Context: an optimization exercise on an open-source flow, tuned for small area. The choices shown serve that exercise and are no tape-out recipe. The RTL was checked by simulation tests, not by an equivalence proof against the original design. Power figures rest on the tool's default switching activity, not on a simulated workload.

// mips_exec_profiler
module mips_exec_profiler #(
    parameter int CNT_W       = 16,
    parameter int TRACE_DEPTH = 16,
    parameter int CYC_W       = 8
) (
    input  logic                  clk,
    input  logic                  reset,
    input  logic                  prof_en,
    input  logic                  prof_clr,
    input  logic [2:0]            uc_state,
    input  logic [31:0]           instr,
    input  logic [4:0]            rd_addr,
    output logic [CNT_W-1:0]      rd_data,
    input  logic                  trace_pop,
    output logic                  trace_valid,
    output logic [4+CYC_W+32-1:0] trace_data,
    output logic                  trace_ovf
);
For scale: ~2,200 cells after synthesis, about 960 flip-flops, roughly 110 I/O pins, ~36,000 sq um of cells after synthesis.
Settings: LEC_CHECK=0, CAP_MARGIN=20, CORE_MARGIN=2, CORE_UTILIZATION=60, PLACE_DENSITY=0.75, SLEW_MARGIN=20; clock period 6.0 ns.
standard.sh (not shown) runs the stock make flow with config.mk's settings and CLKGATE_MAP_FILE= SYNTH_SCRIPT=/design/flow/synth_recipe.tcl, a recipe that flattens the netlist after the stock synthesis.
==> flow/flow/run.sh <==
#!/bin/bash
# The standard ORFS layout with three changes:
#  - synthesis maps logic with the area-oriented ABC script in
#    flow/abc_area.script (everything else in the synthesis is unchanged, so
#    the registers are the standard synthesis's);
#  - port buffers use the smallest buffer cell;
#  - clock tree synthesis builds larger sink clusters without dummy loads.
# Each tool's output goes to the ORFS logs under orfs/logs; the make output
# goes to standard.log in the work folder.
set -euo pipefail
cd "$(dirname "$0")/.."
W=$(pwd)

# ORFS's synth.tcl with the ABC script swapped, and the standard flow's synthesis script
# sourcing it.
sed "s#^source \$::env(SCRIPTS_DIR)/synth_preamble.tcl\$#&\nset abc_args [lreplace \$abc_args 1 1 $W/flow/abc_area.script]#" \
    "$FLOW_HOME/scripts/synth.tcl" > "$W/synth_abc.tcl"
grep -q "abc_area.script" "$W/synth_abc.tcl"
sed "s#\$::env(SCRIPTS_DIR)/synth.tcl#$W/synth_abc.tcl#" "$W/synth_recipe.tcl" > "$W/synth_recipe_abc.tcl"
grep -q "synth_abc.tcl" "$W/synth_recipe_abc.tcl"

bash standard.sh \
    "SYNTH_SCRIPT=$W/synth_recipe_abc.tcl" \
    "BUFFER_PORTS_ARGS=-buffer_cell sky130_fd_sc_hd__buf_1" \
    "CTS_ARGS=-sink_clustering_enable -repair_clock_nets -dont_use_dummy_load -buf_list sky130_fd_sc_hd__clkbuf_16 -sink_clustering_size 30 -sink_clustering_max_diameter 70 -root_buf sky130_fd_sc_hd__clkbuf_8 -tree_buf sky130_fd_sc_hd__clkbuf_4" \
    finish > standard.log 2>&1
==> flow/flow/abc_area.script <==
strash
dc2
resub -K 8
dc2
dch -f
amap
&get -n
&st
&dch -f
&nf -R 1000
&put
topo
stime -c
dnsize -c
Then changed:
==> flow/flow/abc_area.script (replaced) <==
strash
dc2
resub -K 8
dc2
dch -f
amap
&get -n
&st
&dch -f
&nf -R 1000
&put
strash
dch -f
amap
&get -n
&st
&dch -f
&nf -R 1000
&put
topo
stime -c
dnsize -c
Settings changed: CORE_UTILIZATION 60 to 76, PLACE_DENSITY 0.75 to 0.9.
Now the flow produced a layout that fails on negative setup slack.
Fmax decreases by about 4.3%.
Total power decreases by about 2%.
Worst setup slack gets worse by 0.26 ns.
Clock-buffer cell count decreases by 3.
First-iteration DRC count increases by about 75%.
Final cell count decreases by 5.4%.
Die area decreases by about 20%.
Global-route usage increases by 12 points.


Setup of build 47:
mips_exec_profiler, a different RTL version from the one above (not shown whole).
Size in the first run: ~2500 cells after synthesis, ~110 I/O pins.
==> flow/config.mk <==
export PLATFORM = sky130hd
export DESIGN_NAME = mips_exec_profiler
export DESIGN_NICKNAME = mips_exec_profiler
export VERILOG_FILES = /design/flow/design.v
export SDC_FILE = /design/flow/constraint.sdc
export NUM_CORES = 4
export LEC_CHECK = 0
export CAP_MARGIN = 20
export CORE_MARGIN = 2
export CORE_UTILIZATION = 60
export PLACE_DENSITY = 0.75
export SLEW_MARGIN = 20
==> flow/constraint.sdc <==
create_clock -name core_clock -period 6.0 [get_ports {clk}]
set_input_delay 1.2000 -clock core_clock [delete_from_list [all_inputs] [get_ports {clk}]]
set_output_delay 1.2000 -clock core_clock [all_outputs]
set_load 0.01 [all_outputs]
==> flow/flow/run.sh <==
#!/bin/bash
# Standard ORFS layout with two changes: port buffers use the smallest
# buffer cell, and clock tree synthesis builds larger sink clusters without
# dummy loads.
set -euo pipefail
cd "$(dirname "$0")/.."
bash standard.sh \
    "BUFFER_PORTS_ARGS=-buffer_cell sky130_fd_sc_hd__buf_1" \
    "CTS_ARGS=-sink_clustering_enable -repair_clock_nets -dont_use_dummy_load -buf_list sky130_fd_sc_hd__clkbuf_16 -sink_clustering_size 30 -sink_clustering_max_diameter 80" \
    finish > standard.log 2>&1
Modified inputs, build 69 compared to build 47
diff --git a/flow/flow/run.sh b/flow/flow/run.sh
--- a/flow/flow/run.sh
+++ b/flow/flow/run.sh
@@ -9 +9 @@
-    "CTS_ARGS=-sink_clustering_enable -repair_clock_nets -dont_use_dummy_load -buf_list sky130_fd_sc_hd__clkbuf_16 -sink_clustering_size 30 -sink_clustering_max_diameter 80" \
+    "CTS_ARGS=-sink_clustering_enable -repair_clock_nets -dont_use_dummy_load -buf_list sky130_fd_sc_hd__clkbuf_16 -sink_clustering_size 25 -sink_clustering_max_diameter 60" \
Results
Build 69 vs. build 47: worst-case headroom to the max-slew limit down 2.0 points; number of non-clock inverters stayed essentially flat; worst setup slack fell 16 ps; total number of vias now larger.
diff inputs: build 69 => build 76
Settings: setting CTS_CLUSTER_SIZE to 30 for the first time; setting CTS_BUF_LIST to sky130_fd_sc_hd__clkbuf_8 for the first time.
==> flow/run.sh (new file) <==
#!/bin/bash
# synth_recipe.tcl (not shown) runs the flow's synth.tcl, then flattens the netlist and writes it again
# the make line also repeats each setting of config.mk as NAME=value (left out here)
make -C /OpenROAD-flow-scripts/flow DESIGN_CONFIG=/design/flow/config.mk WORK_HOME=/design/flow/orfs CLKGATE_MAP_FILE= SYNTH_SCRIPT=/design/flow/synth_recipe.tcl finish
removed: flow/flow/run.sh
removed: flow/standard.sh
- Compared with build 69, build 76 shows summed area of non-filler cells in the final layout that has gone up by a few percent.
- In build 76, the met1 wire length came out 580 µm above the value in build 69.
- Vias: build 76 more than build 69
- Cmp build 76 and build 69 / non-clock buffer count / higher: build 69
- Compared build 76 vs build 69, and critical path depth is down in build 76.
- When build 76 is set beside build 69, its area of placed instances turns out to be 590 µm² larger.
- Build 76 finished all stages; the layout is clean.
- The final layout from build 69, which completed every stage, passed the timing, DRC and antenna checks at the end of the flow.
- From build 69 to build 76, compound-cell area share of the yosys netlist did not move at all.
- Looking only at number of antenna violations at the first check in global routing, and setting everything else aside, the higher value of build 76 and build 69 goes to build 69.
- Worst ir drop on vdd in build 76 is about 16% lower than in build 69
- Re portion of total power attributed to the clock network: build 76 and build 69 aren't equal, and the lower value belongs to build 69.
- Utilization of the core after routing in build 76 is 3.4 points higher than in build 69
The following lists how build 61 was set up differently from build 76:
Settings: a deleted CTS_CLUSTER_SIZE that had been 30; a change of CTS_BUF_LIST from sky130_fd_sc_hd__clkbuf_8 to sky130_fd_sc_hd__clkbuf_4.
==> comparison <==
Re maximum fanout along the worst path: build 61 and build 76 aren't equal, and the higher value belongs to build 61.
Lower critical path depth goes to build 61 over build 76.
Row sequential cell area share: build 61 lower / build 76 higher
[build 61] post-layout instance count excluding filler cells rose 152 relative to build 76
Compared with build 76, total length of routed met2 wires in build 61 increased slightly.
Build 61 ended up with dfrtp_2 as its cell at the slowest stage of the critical path; build 76 ended up with nor3_1.
Build 61 against build 76: design area grew by about 0.4%; later-pin clock latency in the skew report grew by 260 ps.
On flip-flop and latch area, build 61 and build 76 are neck and neck.
The endpoint of the most critical setup path comes out r_cnt[1][15] in one run and trace_data[40] in the other, namely in build 76 and build 61 respectively.
Side by side, violation count after the first detailed-routing iteration turned out lower in build 61 than in build 76.


mips_exec_profiler with an RTL version that a note above also has.
Size in the first run: about 2200 cells after synthesis, ~110 I/O pins, about 36000 um^2 of cells after synthesis.
==> flow/config.mk <==
export PLATFORM = sky130hd
export DESIGN_NAME = mips_exec_profiler
export DESIGN_NICKNAME = mips_exec_profiler
export VERILOG_FILES = /design/flow/design.v
export SDC_FILE = /design/flow/constraint.sdc
export NUM_CORES = 4
export LEC_CHECK = 0
export CAP_MARGIN = 0
export CORE_MARGIN = 2
export CORE_UTILIZATION = 70
export PLACE_DENSITY = 0.85
export SLEW_MARGIN = 0
==> flow/constraint.sdc <==
create_clock -name core_clock -period 6.0 [get_ports {clk}]
set_input_delay 1.2000 -clock core_clock [delete_from_list [all_inputs] [get_ports {clk}]]
set_output_delay 1.2000 -clock core_clock [all_outputs]
set_load 0.01 [all_outputs]
==> flow/flow/run.sh <==
#!/bin/bash
# The standard ORFS layout with three changes:
#  - synthesis maps logic with the area-oriented ABC script in
#    flow/abc_area.script (everything else in the synthesis is unchanged, so
#    the registers are the standard synthesis's);
#  - port buffers use the smallest buffer cell;
#  - clock tree synthesis builds larger sink clusters without dummy loads.
# Each tool's output goes to the ORFS logs under orfs/logs; the make output
# goes to standard.log in the work folder.
set -euo pipefail
cd "$(dirname "$0")/.."
W=$(pwd)

# ORFS's synth.tcl with the ABC script swapped, and the standard flow's synthesis script
# sourcing it.
sed "s#^source \$::env(SCRIPTS_DIR)/synth_preamble.tcl\$#&\nset abc_args [lreplace \$abc_args 1 1 $W/flow/abc_area.script]#" \
    "$FLOW_HOME/scripts/synth.tcl" > "$W/synth_abc.tcl"
grep -q "abc_area.script" "$W/synth_abc.tcl"
sed "s#\$::env(SCRIPTS_DIR)/synth.tcl#$W/synth_abc.tcl#" "$W/synth_recipe.tcl" > "$W/synth_recipe_abc.tcl"
grep -q "synth_abc.tcl" "$W/synth_recipe_abc.tcl"

bash standard.sh \
    "SYNTH_SCRIPT=$W/synth_recipe_abc.tcl" \
    "BUFFER_PORTS_ARGS=-buffer_cell sky130_fd_sc_hd__buf_1" \
    "CTS_ARGS=-sink_clustering_enable -repair_clock_nets -dont_use_dummy_load -buf_list sky130_fd_sc_hd__clkbuf_16 -sink_clustering_size 25 -sink_clustering_max_diameter 60" \
    finish > standard.log 2>&1
==> flow/flow/abc_area.script <==
strash
dc2
dch -f
amap
&get -n
&st
&dch
&nf
&put
topo
stime -c
dnsize -c
Next try:
--- a/flow/flow/run.sh
+++ b/flow/flow/run.sh
@@ -23,4 +23,4 @@
     "SYNTH_SCRIPT=$W/synth_recipe_abc.tcl" \
     "BUFFER_PORTS_ARGS=-buffer_cell sky130_fd_sc_hd__buf_1" \
-    "CTS_ARGS=-sink_clustering_enable -repair_clock_nets -dont_use_dummy_load -buf_list sky130_fd_sc_hd__clkbuf_16 -sink_clustering_size 25 -sink_clustering_max_diameter 60" \
+    "CTS_ARGS=-sink_clustering_enable -repair_clock_nets -dont_use_dummy_load -buf_list sky130_fd_sc_hd__clkbuf_16 -sink_clustering_size 30 -sink_clustering_max_diameter 70 -root_buf sky130_fd_sc_hd__clkbuf_8 -tree_buf sky130_fd_sc_hd__clkbuf_4" \
     finish > standard.log 2>&1
==> flow/flow/abc_area.script (replaced) <==
strash
dc2
resub -K 8
dc2
dch -f
amap
&get -n
&st
&dch -f
&nf -R 1000
&put
topo
stime -c
dnsize -c
CAP_MARGIN = 20   (was 0)
SLEW_MARGIN = 20   (was 0)
What happened: The changed run finished clean; cell area is lower by 1.2%; routed wire length is higher by 2.1%; critical path depth is higher by 2.


## run 4
mips_exec_profiler again, from the RTL that the note above started with.
## mips_exec_profiler
module mips_exec_profiler #(
    parameter int CNT_W       = 16,
    parameter int TRACE_DEPTH = 16,
    parameter int CYC_W       = 8
) (
    input  logic                  clk,
    input  logic                  reset,
    input  logic                  prof_en,
    input  logic                  prof_clr,
    input  logic [2:0]            uc_state,
    input  logic [31:0]           instr,
    input  logic [4:0]            rd_addr,
    output logic [CNT_W-1:0]      rd_data,
    input  logic                  trace_pop,
    output logic                  trace_valid,
    output logic [4+CYC_W+32-1:0] trace_data,
    output logic                  trace_ovf
);
    localparam int c_NCNT = mips_prof_pkg::c_NUM_CLASS + mips_prof_pkg::c_NUM_STBIN + 1;
    logic             r_prev_nif;    
    logic             r_armed;
    logic [31:0]      r_word;
    logic [CYC_W-1:0] r_cyc;
    logic [CNT_W-1:0] r_cnt [c_NCNT];
    logic [CNT_W-1:0] r_rd_data;
  ...
==> flow/config.mk <==
export PLATFORM = sky130hd
export DESIGN_NAME = mips_exec_profiler
export DESIGN_NICKNAME = mips_exec_profiler
export VERILOG_FILES = /design/flow/design.v
export SDC_FILE = /design/flow/constraint.sdc
export NUM_CORES = 4
export LEC_CHECK = 0
export CAP_MARGIN = 20
export CORE_MARGIN = 2
export CORE_UTILIZATION = 70
export PLACE_DENSITY = 0.85
export SLEW_MARGIN = 20
==> flow/constraint.sdc <==
create_clock -name core_clock -period 6.0 [get_ports {clk}]
set_input_delay 1.2000 -clock core_clock [delete_from_list [all_inputs] [get_ports {clk}]]
set_output_delay 1.2000 -clock core_clock [all_outputs]
set_load 0.01 [all_outputs]
==> flow/flow/run.sh <==
#!/bin/bash
# The standard ORFS layout with three changes:
#  - synthesis maps logic with the area-oriented ABC script in
#    flow/abc_area.script (everything else in the synthesis is unchanged, so
#    the registers are the standard synthesis's);
#  - port buffers use the smallest buffer cell;
#  - clock tree synthesis builds larger sink clusters without dummy loads.
# Each tool's output goes to the ORFS logs under orfs/logs; the make output
# goes to standard.log in the work folder.
set -euo pipefail
cd "$(dirname "$0")/.."
W=$(pwd)

# ORFS's synth.tcl with the ABC script swapped, and the standard flow's synthesis script
# sourcing it.
sed "s#^source \$::env(SCRIPTS_DIR)/synth_preamble.tcl\$#&\nset abc_args [lreplace \$abc_args 1 1 $W/flow/abc_area.script]#" \
    "$FLOW_HOME/scripts/synth.tcl" > "$W/synth_abc.tcl"
grep -q "abc_area.script" "$W/synth_abc.tcl"
sed "s#\$::env(SCRIPTS_DIR)/synth.tcl#$W/synth_abc.tcl#" "$W/synth_recipe.tcl" > "$W/synth_recipe_abc.tcl"
grep -q "synth_abc.tcl" "$W/synth_recipe_abc.tcl"

bash standard.sh \
    "SYNTH_SCRIPT=$W/synth_recipe_abc.tcl" \
    "BUFFER_PORTS_ARGS=-buffer_cell sky130_fd_sc_hd__buf_1" \
    "CTS_ARGS=-sink_clustering_enable -repair_clock_nets -dont_use_dummy_load -buf_list sky130_fd_sc_hd__clkbuf_16 -sink_clustering_size 30 -sink_clustering_max_diameter 70 -root_buf sky130_fd_sc_hd__clkbuf_8 -tree_buf sky130_fd_sc_hd__clkbuf_4" \
    finish > standard.log 2>&1
==> flow/flow/abc_area.script <==
strash
dc2
dch -f
amap
&get -n
&st
&dch
&nf
&put
topo
stime -c
dnsize -c
Run 4: no failed stages, no open violations at the end
Modified inputs, run 3 compared to run 4
==> flow/flow/abc_area.script <==
strash
dc2
resub -K 8
dc2
dch -f
amap
&get -n
&st
&dch -f
&nf -R 1000
&put
strash
dch -f
amap
&get -n
&st
&dch -f
&nf -R 1000
&put
topo
stime -c
dnsize -c
- Run 3 reached the final stage; the timing, DRC and antenna checks on its layout passed.
- Run 4 went all the way through the flow, and no timing, DRC or antenna check failed.
- When run 3 is set beside run 4, its sequential share of layout area turns out to be 0.54 points larger.
- Per the comparison of run 3 with run 4, instance area at placement decreased by 320 µm² relative to the old numbers; minimum period implied by the final worst setup slack moved up; clock share of power increased by 0.5 points relative to the old numbers; wire length of the first global-routing pass has decreased.
- Worst setup path endpoint = trace_data[42]: run 3; worst setup path endpoint = trace_data[40]: run 4

-- afterwards: timing with drivers on the ports --
In the flow no input, the clock included, has a driving cell. The finished layouts below were timed again as built, in two steps.
Step 1, drivers: a clkbuf_16 drives clk and a buf_2 each remaining input, both assumed.
Step 2 also shifts input and output timing later by t, the mid clock arrival at the registers, as if the neighbouring blocks saw the same clock.
a / b / c = ideal / step 1 / step 2; a / b = the first two.
run | shift t [ns] | slack for setup (ns) | latest minus earliest clock arrival (ns) | worst slew at a driven data input, ns
the first run of note 1 | 0.784 | 0.210 / 0.150 / 0.539 | 0.153 / 0.154 | 0.14
the second run of note 1 | 0.776 | -0.051 / -0.105 / 0.671 | 0.076 / 0.076 | 0.06
build 47 | 0.651 | 1.136 / 1.136 / 0.485 | 0.068 / 0.067 | 0.12
build 69 | 0.680 | 1.120 / 1.125 / 0.445 | 0.074 / 0.074 | 0.12
build 76 | 0.857 | 0.892 / 0.892 / 0.241 | 0.036 / 0.037 | 0.11
build 61 | 1.103 | 0.776 / 0.714 / 0.232 | 0.075 / 0.075 | 0.12
the first run of note 3 | 0.686 | 0.219 / 0.159 / 0.846 | 0.080 / 0.079 | 0.05
the second run of note 3 | 0.813 | 0.187 / 0.124 / 0.686 | 0.110 / 0.110 | 0.14
run 4 | 0.778 | 0.310 / 0.250 / 0.792 | 0.100 / 0.100 | 0.05
run 3 | 0.769 | 0.216 / 0.157 / 0.926 | 0.117 / 0.117 | 0.11
For build 69, which loses most, drivers alone change the setup slack by +0.005 ns; drivers and shift together by -0.675 ns.
